This is an optimization exercise on Yosys and OpenROAD, whose aim is small area, a short achievable clock period and few clock cycles per item, not a production implementation.
Function was checked by simulation only, so behaviour that the tests miss may differ from the original.

## flow/design.v (module list and top-level ports; edited modules follow where they fit)
// module fir_csa: 7 lines
// module fir_symm_tdm: 1182 lines
module fir_symm_tdm (
  input  logic        clk,
  input  logic        rst,
  input  logic        clear,
  input  logic        in_valid,
  output logic        in_ready,
  input  logic [15:0] in_data,
  input  logic        coef_we,
  input  logic [5:0]  coef_addr,
  input  logic [17:0] coef_wdata,
  output logic        out_valid,
  output logic [15:0] out_data,
  output logic        out_sat
);
  // ...
==> flow/run.sh <==
#!/bin/bash
# synth_recipe.tcl (not shown) runs the flow's synth.tcl, then flattens the netlist and writes it again
# the make line also repeats each setting of config.mk as NAME=value (left out here)
make -C /OpenROAD-flow-scripts/flow DESIGN_CONFIG=/design/flow/config.mk WORK_HOME=/design/flow/orfs CLKGATE_MAP_FILE= SYNTH_SCRIPT=/design/flow/synth_recipe.tcl finish
==> flow/config.mk <==
export PLATFORM = sky130hd
export DESIGN_NAME = fir_symm_tdm
export DESIGN_NICKNAME = fir_symm_tdm
export VERILOG_FILES = /design/flow/design.v
export SDC_FILE = /design/flow/constraint.sdc
export NUM_CORES = 4
export LEC_CHECK = 0
export CAP_MARGIN = 20
export CORE_MARGIN = 2
export CORE_UTILIZATION = 40
export SLEW_MARGIN = 20
export SYNTH_HIERARCHICAL = 1
export SYNTH_MINIMUM_KEEP_SIZE = 0
==> flow/constraint.sdc <==
create_clock -name core_clock -period 12.0 [get_ports {clk}]
set_input_delay 2.4000 -clock core_clock [delete_from_list [all_inputs] [get_ports {clk}]]
set_output_delay 2.4000 -clock core_clock [all_outputs]
set_load 0.01 [all_outputs]
==> impl_metrics.tcl, run 1 <==
set metrics [dict create \
    r2r-end "r5_34[6]" \
    grt_pass1_vias 354000 \
    yosysWarnings 7 \
    synth_area_per_cell_um2 11.7 \
    dieHeight_um 1120 \
    yosysTopAreaCell "fa_1" \
    synth_compound_area_share_pct 14.3 \
    critical_path_buf_inv_count 2 \
    cts-root-buf "clkbuf_16" \
    cts.sinks 4763 \
    area_delta_synth_final_pct 7.08 \
    endpoint_kind "output port" \
    r2r_slack_ns 6.48 \
    grt_max_degree 196 \
    num_rows 408 \
    syn_inst 42400 \
    start_kind "input port" \
    avgRoutedWirePerCell_um 35.7 \
    ctsHoldBuffers 0 \
    sh_seq_area_pct 22.8 \
    busiest_layer "met2" \
    firstDrtPassIters 8 \
    status "finished clean" \
    antenna_found_initial 161 \
    cts_tree "built" \
    r2r_cells 8 \
    synth-simple-area-share_pct 2.91 \
    grt_first_pass_wirelength_um 2850000 \
    tap_cells 16400 \
    grt_remaining_overflow 0 \
    io_pins 64 \
    num-nonclk-buffers 938 \
    synth_top_family_by_area "adder cells" \
    largest_reg_flops 1632 \
    synthTopCellsByArea "fa_1, edfxtp_1, xnor2_1" \
    fmax_mhz 158 \
    r2r-start "c_q[393]" \
    top_regs "x_q (1632), c_q (918), g_tap.s (867)" \
    tightest_slew_ns 1.46 \
    cap_violations 0 \
]
Testbench counts, summed over its fixed seeds: cycles 552, items 512.
==> run 2: changes to the inputs <==
--- a/flow/design.v
+++ b/flow/design.v
@@ -22,17 +22,17 @@
   input  logic [17:0] coef_wdata,
   output logic        out_valid,
   output logic [15:0] out_data,
   output logic        out_sat
 );
   logic [6:0] fl_q;
   logic       rdy_q;
   logic       accept, shift;
-  logic [3:0] v_q;    
+  logic [4:0] v_q;    
   assign in_ready = rdy_q && !clear && !rst;
   assign accept   = in_valid && in_ready;
   assign shift    = accept || !rdy_q;
   always_ff @(posedge clk or posedge rst) begin
     if (rst) begin
       fl_q  <= 7'd102;
       rdy_q <= 1'b0;
     end else if (clear) begin
@@ -44,18 +44,18 @@
     end
   end
   always_ff @(posedge clk or posedge rst) begin
     if (rst) begin
       v_q       <= '0;
       out_valid <= 1'b0;
     end else begin
       v_q[0]    <= accept;
-      for (int i = 1; i < 4; i++) v_q[i] <= v_q[i-1] && !clear;
-      out_valid <= v_q[3] && !clear;
+      for (int i = 1; i < 5; i++) v_q[i] <= v_q[i-1] && !clear;
+      out_valid <= v_q[4] && !clear;
     end
   end
   logic [101:0][15:0] x_q;
   logic [50:0][17:0]  c_q;
   always_ff @(posedge clk) begin
     if (shift) x_q <= {x_q[100:0], (rdy_q ? in_data : 16'd0)};
   end
   logic [17:0] cw;
@@ -1178,17 +1178,17 @@
   assign k14_37[0] = r11_37[0] & r11_37[1];
   logic [0:0] s14_38, k14_38;
   assign s14_38[0] = r11_38[0] ^ r11_38[1];
   assign k14_38[0] = r11_38[0] & r11_38[1];
   logic [39:0] sum;
   assign sum = {r11_39[0], s14_38[0], s14_37[0], s14_36[0], s13_35[0], k13_33[0], s13_33[0], k13_31[0], k13_30[0], k14_29[0], s14_29[0], k14_27[0], k14_26[0], k14_25[0], k14_24[0], k14_23[0], k14_22[0], s14_22[0], s14_21[0], k14_19[0], s14_19[0], s14_18[0], k14_16[0], s14_16[0], k14_14[0], s14_14[0], k14_12[0], s14_12[0], s14_11[0], k14_9[0], s14_9[0], s13_8[0], s12_7[0], r11_6[0], r11_5[0], r11_4[0], r11_3[0], r11_2[0], r11_1[0], r11_0[0]}
              + {k14_38[0], k14_37[0], k14_36[0], 1'b0, 1'b0, s12_34[0], k13_32[0], s13_32[0], s13_31[0], s13_30[0], k14_28[0], s14_28[0], s14_27[0], s14_26[0], s14_25[0], s14_24[0], s14_23[0], k14_21[0], k14_20[0], s14_20[0], k14_18[0], k14_17[0], s14_17[0], k14_15[0], s14_15[0], k14_13[0], s14_13[0], k14_11[0], k14_10[0], s14_10[0], 1'b0, 1'b0, 1'b0, 1'b0, 1'b0, 1'b0, 1'b0, 1'b0, 1'b0, r11_0[1]};
   logic [39:16] acc;
-  assign acc = sum[39:16];
+  always_ff @(posedge clk) acc <= sum[39:16];
   logic sat_hi, sat_lo;
   assign sat_hi = !acc[39] && (acc[38:31] != '0);
   assign sat_lo =  acc[39] && (acc[38:31] != '1);
   always_ff @(posedge clk) begin
     out_sat  <= sat_hi || sat_lo;
     out_data <= sat_hi ? 16'h7fff : sat_lo ? 16'h8000 : acc[31:16];
   end
 endmodule
==> flow/config.mk (replaced) <==
export PLATFORM = sky130hd
export DESIGN_NAME = fir_symm_tdm
export DESIGN_NICKNAME = fir_symm_tdm
export VERILOG_FILES = /design/flow/design.v
export SDC_FILE = /design/flow/constraint.sdc
export NUM_CORES = 4
export LEC_CHECK = 0
export CAP_MARGIN = 20
export CORE_MARGIN = 2
export CORE_UTILIZATION = 35
export SLEW_MARGIN = 20
export SYNTH_HIERARCHICAL = 1
export SYNTH_MINIMUM_KEEP_SIZE = 0
==> impl_metrics.tcl, run 2 <==
set metrics [dict create \
    yosysTopAreaCell "fa_1" \
    drive_gt1_share_pct 6.12 \
    cts_tree "built" \
    setup_viol 0 \
    crit_arrival_ns 3.94 \
    r2r-start "c_q[393]" \
    busiest_layer "met2" \
    hold_viol_final 0 \
    crit_slowest_cell "clkdlybuf4s50_1" \
    grt_remaining_overflow 0 \
    r2r-end "r5_34[3]" \
    yosysWarnings 7 \
    top_regs "x_q (1632), c_q (918), g_tap.s (867)" \
    nets 50500 \
    syn_inst 42800 \
    synthTopCellsByArea "fa_1, edfxtp_1, xnor2_1" \
    cap_violations 0 \
    hold_end "r11_0[0]" \
    numCtsBuffers 592 \
    slew_violations 0 \
    clk_latency_ns 1.25 \
    grt_max_degree 192 \
    critical_path_buf_inv_count 2 \
    r2r_cells 8 \
    num_rows 438 \
    area_delta_synth_final_pct 7.69 \
    largest_reg_flops 1632 \
    gp_congestion 0.994 \
    layout_common_cells "fa_1, xnor2_1, a22oi_1" \
    min_period_ns 6.34 \
    critPathRequiredTime_ns 9.60 \
    grt.total_usage_pct 26.1 \
    drtIter0Drc 49300 \
    violations "antenna violations" \
    place_ws_ns 5.66 \
    vias 355000 \
    holdWs_ns 0.328 \
    fillCellCount 138000 \
    ctsHoldBuffers 0 \
    cp_max_fo 14 \
    status "failed layout checks" \
    ctsResizeCount 0 \
    r2r_slack_ns 6.59 \
    syn_nets 52900 \
    synth_top_area_share_pct 34.9 \
    synth_flop_cell "edfxtp_1" \
    initial_core_util_pct 35.1 \
    max_stage_delay_ns 0.68 \
    clk_path_buf_depth 5 \
    cts-root-buf "clkbuf_16" \
    regMostFlops "x_q" \
    wl_um 1920000 \
    grt_first_pass_wirelength_um 2700000 \
    final.setup.tns_ns 0 \
    yosys-top-cells-count "fa_1, xnor2_1, a22oi_1, clkbuf_1, edfxtp_1" \
    whs_path_depth 0 \
    drtAntennaViolNets 1 \
    grt_use_met3_pct 8.07 \
    core_mm2 1.42 \
    ys_seq_area_share_pct 24.3 \
    ys_types 78 \
    ys_ff_latch 4788 \
    layout_setup_ws_ns 5.66 \
    io_pins 64 \
    htreeDepth 6 \
    crit_top_cell "clkdlybuf4s50_1" \
    avgViaCountPerCell 5.90 \
    path_cells "clkdlybuf4s50_1 -> nor3b_4 -> clkdlybuf4s50_1" \
    cts.sinks 4788 \
    fmax_mhz 158 \
    drc 0 \
    final_common_cell "fa_1" \
    met2_usage_pct 37.1 \
    synth_area_per_cell_um2 11.7 \
    tightest_slew_ns 1.35 \
    avgRoutedWirePerCell_um 32.0 \
    synth_edf_count 2550 \
    dieHeight_um 1200 \
    dpl.hpwl_um 1500000 \
    endpoint_kind "output port" \
    worstHoldPathType "flop to flop" \
    clk_pin_slew_worst_paths_ns 0.06 \
    worstHoldStart "r5_0[0]" \
    grt_pass1_vias 345000 \
    multi_input_area_mm2 0.359 \
    postCtsSetupBuffers 0 \
    gr-usage-met1_pct 35.8 \
    start_kind "input port" \
    antenna_found_initial 109 \
    worst-setup-path-type "input port to output port" \
    die_w_um 1200 \
    dieArea_mm2 1.44 \
    relSlewSlack_pct 9.28 \
    syn_area_mm2 0.499 \
    post-route-period-util_pct 52.8 \
    port_buffers 63 \
    firstDrtPassIters 9 \
    regArea_mm2 0.121 \
    synthMostInstantiatedCell "fa_1" \
    grt_setup_unrepaired "no" \
    async_flop_share_pct 0.292 \
    fin_skew_ns 0.152 \
    critical-path-top-delay-family "buffers and inverters" \
]
-- run 2: cell count changes in the layout (fill, tap and decap cells not counted), moves of 150 or more --
cell | before | now
a21o_1 | 133 | 286
nor2_1 | 371 | 210
nor3_1 | 45 | 215
nand2_1 | 830 | 980
inv_1 | 1346 | 1082
o21ai_0 | 833 | 639
-- run 2: layout make-up --
class	instances	share of cell area, %
timing repair buffer	882	1.31
sequential	4788	22.6
multi-input combinational	32700	66.7
clock buffer	762	3.09
antenna	210	0.0978
clock inverter	331	0.747
tap	18900	4.40
inverter	1492	1.04
-- run 2: worst register-to-register path, stage by stage (launching register included) --
cell	delay, ns
edfxtp_1	0.48
ha_1	0.73
o21ai_0	0.23
xnor2_1	0.54
fa_1	0.62
fa_1	0.54
fa_1	0.66
fa_1	0.95
fa_1	0.57
-- run 2: worst max-delay path by stage --
stage                      start  endpoint  slack, ns  cells past startpoint
finish                     clear  in_ready       5.66                      3
floorplan                  clear    x_q[0]      -2.64                      3
global route               clear  in_ready       5.59                      3
CTS                        clear  in_ready       5.65                      3
detailed placement         clear  in_ready       5.66                      3
global placement    coef_addr[2]  c_q[159]       5.53                      6
-- run 2: cells by family (layout without fill, tap and decap cells) --
group	after synthesis	after routing	share of synthesized area (%)
AOI/OAI and AO/OA	10600	10600	14.4
adders and majority gates	9975	9975	38.1
xor gates and xnor gates	8908	8908	15.6
buffers and inverters	5304	3467	3.99
DFF	4788	4788	24.3
and+or+nand+nor	3161	3161	3.37
muxes	85	85	0.183
other	0	210	0
-- run 2: metrics by stage --
| step | instances | utilization [%] | instance area (um2) |
|---|---|---|---|
| after detailed placement | 58800 | 36.3 | 516000 |
| after global placement | 58800 | 36.3 | 516000 |
| after floorplan | 42800 | - | 499000 |
| final | 60100 | 37.8 | 538000 |
| after CTS | 59900 | 37.8 | 537000 |
| after global routing | 60000 | 37.8 | 537000 |
-- run 2: per-layer routing --
| metal | share of wire (%) | wire length [um] |
|---|---|---|
| met1 | 39 | 754000 |
| met5 | 0.032 | 624 |
| met3 | 13 | 251000 |
| met2 | 41 | 797000 |
| met4 | 6.1 | 118000 |
Testbench counts of run 2, summed over its fixed seeds: cycles 560, items 512.

## port drivers added, routing unchanged
The flow's constraints put no driver on any port. The routed layouts listed below were extracted and timed again, unchanged, in two steps. Step 1 sets driving cells, clkbuf_16 on the clock port and buf_2 on the other inputs (assumed; they add their load-dependent delay and slew). Step 2 times the ports against the registers' clock, not the clock port: input delays grow and output delays shrink by t, the midpoint of the rising clock arrivals with the driver on. a / b / c = no drivers / after step 1 / after step 2; a / b = the first two.
run | shift t [ns] | setup slack, ns | worst setup path after step 2 | clock arrival spread, ns | cell pins on the clock port's net
run 1 | 1.300 | 5.687 / 5.665 / 5.186 | input to register | 0.118 / 0.119 | 1
run 2 | 1.333 | 5.658 / 5.638 / 5.057 | input to register | 0.167 / 0.167 | 1
For run 2, which loses most, drivers alone change the setup slack by -0.020 ns; drivers and shift together by -0.601 ns.
